Source: an optimization exercise on an open RTL-to-GDS flow (aim: small area, a short achievable clock period and few clock cycles). Production flows keep margins and buffers that such runs may drop. Where RTL was checked, it was by simulation tests only, not by an equivalence proof against the original. No activity file was given, so power comes from the tool's default toggle rates.

// crc_codeword_packer_unit
module crc_codeword_packer_unit (
   input  logic        clock,
   input  logic        reset,
   input  logic        req_valid,
   output logic        req_ready,
   input  logic [7:0]  req_data_byte,
   output logic        rsp_valid,
   input  logic        rsp_ready,
   output logic [7:0]  rsp_out_byte,
   output logic        rsp_is_header,
   output logic        rsp_last_of_run,
   input  logic        csr_write_en,
   input  logic [1:0]  csr_index,
   input  logic [31:0] csr_wdata
);
   logic rst_ff;
   always_ff @(posedge clock) rst_ff <= reset;
   logic        isb;
   logic [15:0] poly;
   logic [4:0]  glen;
   logic [31:0] mreg;
   always_ff @(posedge clock) begin
      if (csr_write_en && csr_index == 2'd0)      isb <= csr_wdata[0];
      else if (rst_ff)                             isb <= 1'b1;
      if (csr_write_en && csr_index == 2'd1)      poly <= csr_wdata[15:0];
  ...
Size: roughly 190 flip-flops, ~0.013 sq mm of cells after synthesis.
export LEC_CHECK = 0
export ABC_CLOCK_PERIOD_IN_PS = 3000
export CAP_MARGIN = 20
export CORE_MARGIN = 2
export CORE_UTILIZATION = 70
export CTS_BUF_LIST = sky130_fd_sc_hd__clkbuf_8
export CTS_CLUSTER_SIZE = 30
export SLEW_MARGIN = 20
create_clock -name core_clock -period 16.0 [get_ports {clock}]
standard.sh (not shown) runs the stock make flow with config.mk's settings and CLKGATE_MAP_FILE= SYNTH_SCRIPT=/design/flow/synth_recipe.tcl, a recipe that flattens the netlist after the stock synthesis.
==> flow/flow/run.sh <==
#!/bin/bash
# Standard layout, with the timing repair steps aiming for setup slack well
# above zero at the design's clock period, and clock tree synthesis without
# dummy loads.
set -euo pipefail
bash standard.sh SETUP_SLACK_MARGIN=11.5 \
  "CTS_ARGS=-sink_clustering_enable -repair_clock_nets -sink_clustering_size 30 -buf_list sky130_fd_sc_hd__clkbuf_8 -dont_use_dummy_load" \
  finish > standard_make.log 2>&1
Testbench counts at the start, summed over its fixed seeds: cycles 14,147.
Edit:
--- a/flow/design.v
+++ b/flow/design.v
@@ -43,35 +43,37 @@
    input  logic        csr_write_en,
    input  logic [1:0]  csr_index,
    input  logic [31:0] csr_wdata
 );
    logic rst_ff;
    always_ff @(posedge clock) rst_ff <= reset;
    logic        isb;
    logic [15:0] poly;
-   logic [4:0]  glen;
+   logic [4:0]  r;              
+   logic [4:0]  r_w;
    logic [31:0] mreg;
+   always_comb begin
+      if (csr_wdata[4:0] == 5'd0)      r_w = 5'd0;
+      else if (csr_wdata[4:0] > 5'd17) r_w = 5'd16;
+      else                             r_w = csr_wdata[4:0] - 5'd1;
+   end
    always_ff @(posedge clock) begin
       if (csr_write_en && csr_index == 2'd0)      isb <= csr_wdata[0];
       else if (rst_ff)                             isb <= 1'b1;
       if (csr_write_en && csr_index == 2'd1)      poly <= csr_wdata[15:0];
       else if (rst_ff)                             poly <= 16'd13;
-      if (csr_write_en && csr_index == 2'd2)      glen <= csr_wdata[4:0];
-      else if (rst_ff)                             glen <= 5'd4;
+      if (csr_write_en && csr_index == 2'd2)      r <= r_w;
+      else if (rst_ff)                             r <= 5'd3;
       if (csr_write_en && csr_index == 2'd3)      mreg <= csr_wdata;
       else if (rst_ff)                             mreg <= 32'd1;
    end
-   logic [4:0]  r_c;
    logic [15:0] pal_c;
    always_comb begin
-      if (glen == 5'd0)       r_c = 5'd0;
-      else if (glen > 5'd17)  r_c = 5'd16;
-      else                    r_c = glen - 5'd1;
-      pal_c = (r_c == 5'd0) ? 16'd0 : (poly << (5'd16 - r_c));
+      pal_c = (r == 5'd0) ? 16'd0 : (poly << (5'd16 - r));
    end
    logic [7:0] cc;
    logic [7:0] qa;    
    logic [7:0] qn;
    always_comb begin
       cc = {pal_c[9], pal_c[10], pal_c[11], pal_c[12], pal_c[13], pal_c[14], pal_c[15], 1'b1};
       qa[0] = 1'b1;
       qa[1] = cc[1];
@@ -86,21 +88,19 @@
       qn[2] = qa[2];
       qn[3] = qa[3];
       qn[4] = qa[4] ^ cc[1];
       qn[5] = qa[5] ^ (qa[1] & cc[1]);
       qn[6] = qa[6] ^ (qa[2] & cc[1]);
       qn[7] = qa[7] ^ (qa[3] & cc[1]);
    end
    logic [15:0] pal;
-   logic [4:0]  r;
    logic [7:1]  qc;
    always_ff @(posedge clock) begin
       pal <= pal_c;
-      r   <= r_c;
       qc  <= qn[7:1];
    end
    logic       rdy_ff;
    logic       acc_ff;
    logic       hv, tv;
    logic [7:0] hb, tb;
    logic       hhd;           
    logic       hph;           
@@ -124,17 +124,17 @@
          te[l] = '0;
          for (int i = 0; i < (32 >> l); i++) begin
             tg[l][i] = tg[l-1][2*i+1] | (te[l-1][2*i+1] & tg[l-1][2*i]);
             te[l][i] = te[l-1][2*i+1] & te[l-1][2*i];
          end
       end
       ge_raw  = tg[5][0] | te[5][0];
       eom_new = cclr ? (mreg[31:1] == 31'd0) : ge_raw;
-      n1_p1   = n1 + 32'd1;
+      n1_p1   = {n1[31:1] & {31{~cclr}}, n1[0] | cclr} + {31'd0, acc_ff};
    end
    wire h_fresh = acc_ff & ~tv;
    wire t_fresh = acc_ff & tv;
    wire h_st    = h_fresh ? ~mopen  : hst;
    wire t_st    = t_fresh ? ~mopen  : tst;
    wire h_nhdr  = h_st & ~hhd;
    logic [7:0]  hb_src;
    logic [7:0]  fb_src;
@@ -296,18 +296,18 @@
       if (rst_ff) begin
          acc_ff <= 1'b0;
          hv     <= 1'b0;
          tv     <= 1'b0;
          cclr   <= 1'b1;
          mopen  <= 1'b0;
       end else begin
          acc_ff <= accept;
+         n1 <= n1_p1;
          if (acc_ff) begin
-            n1    <= cclr ? 32'd2 : n1_p1;
             cclr  <= eom_new;
             mopen <= ~eom_new;
          end
          tv <= tv_n;
          hv <= hv_n;
       end
       if (u) begin
          hfb <= fb_src;
=> Clock power barely changes. Via count increases by 1.8%. Non-clock buffer count went up by 9. Total power came out lower by 1.2%. Cell area climbs by 1.4%. Final cell count is higher by 0.72%.
Only the layout flow was run in the second run of this note; the RTL was not checked for function there.

[port drivers added, routing unchanged]
No port has a modelled driver above. Below, the same layouts with a new extraction and two added sets of constraints.
Step 1: set_driving_cell puts a clkbuf_16 on clock and a buf_2 on each other input, an assumption about the parent block.
Step 2 times the ports against the registers' clock, not the clock port: input delays grow and output delays shrink by t, the midpoint of the rising clock arrivals with the driver on.
Slacks: ideal ports / drivers / drivers and shift; pairs: ideal ports / drivers.
| run | shift t [ns] | setup WS [ns] | worst setup path at the end |
|---|---|---|---|
| the first run | 0.494 | 11.559 / 11.581 / 11.087 | input to register |
| the second run | 0.502 | 11.560 / 11.579 / 11.076 | input to register |
After both steps every run listed still meets setup and hold. For the second run, which loses most, drivers alone change the setup slack by +0.019 ns; drivers and shift together by -0.484 ns.
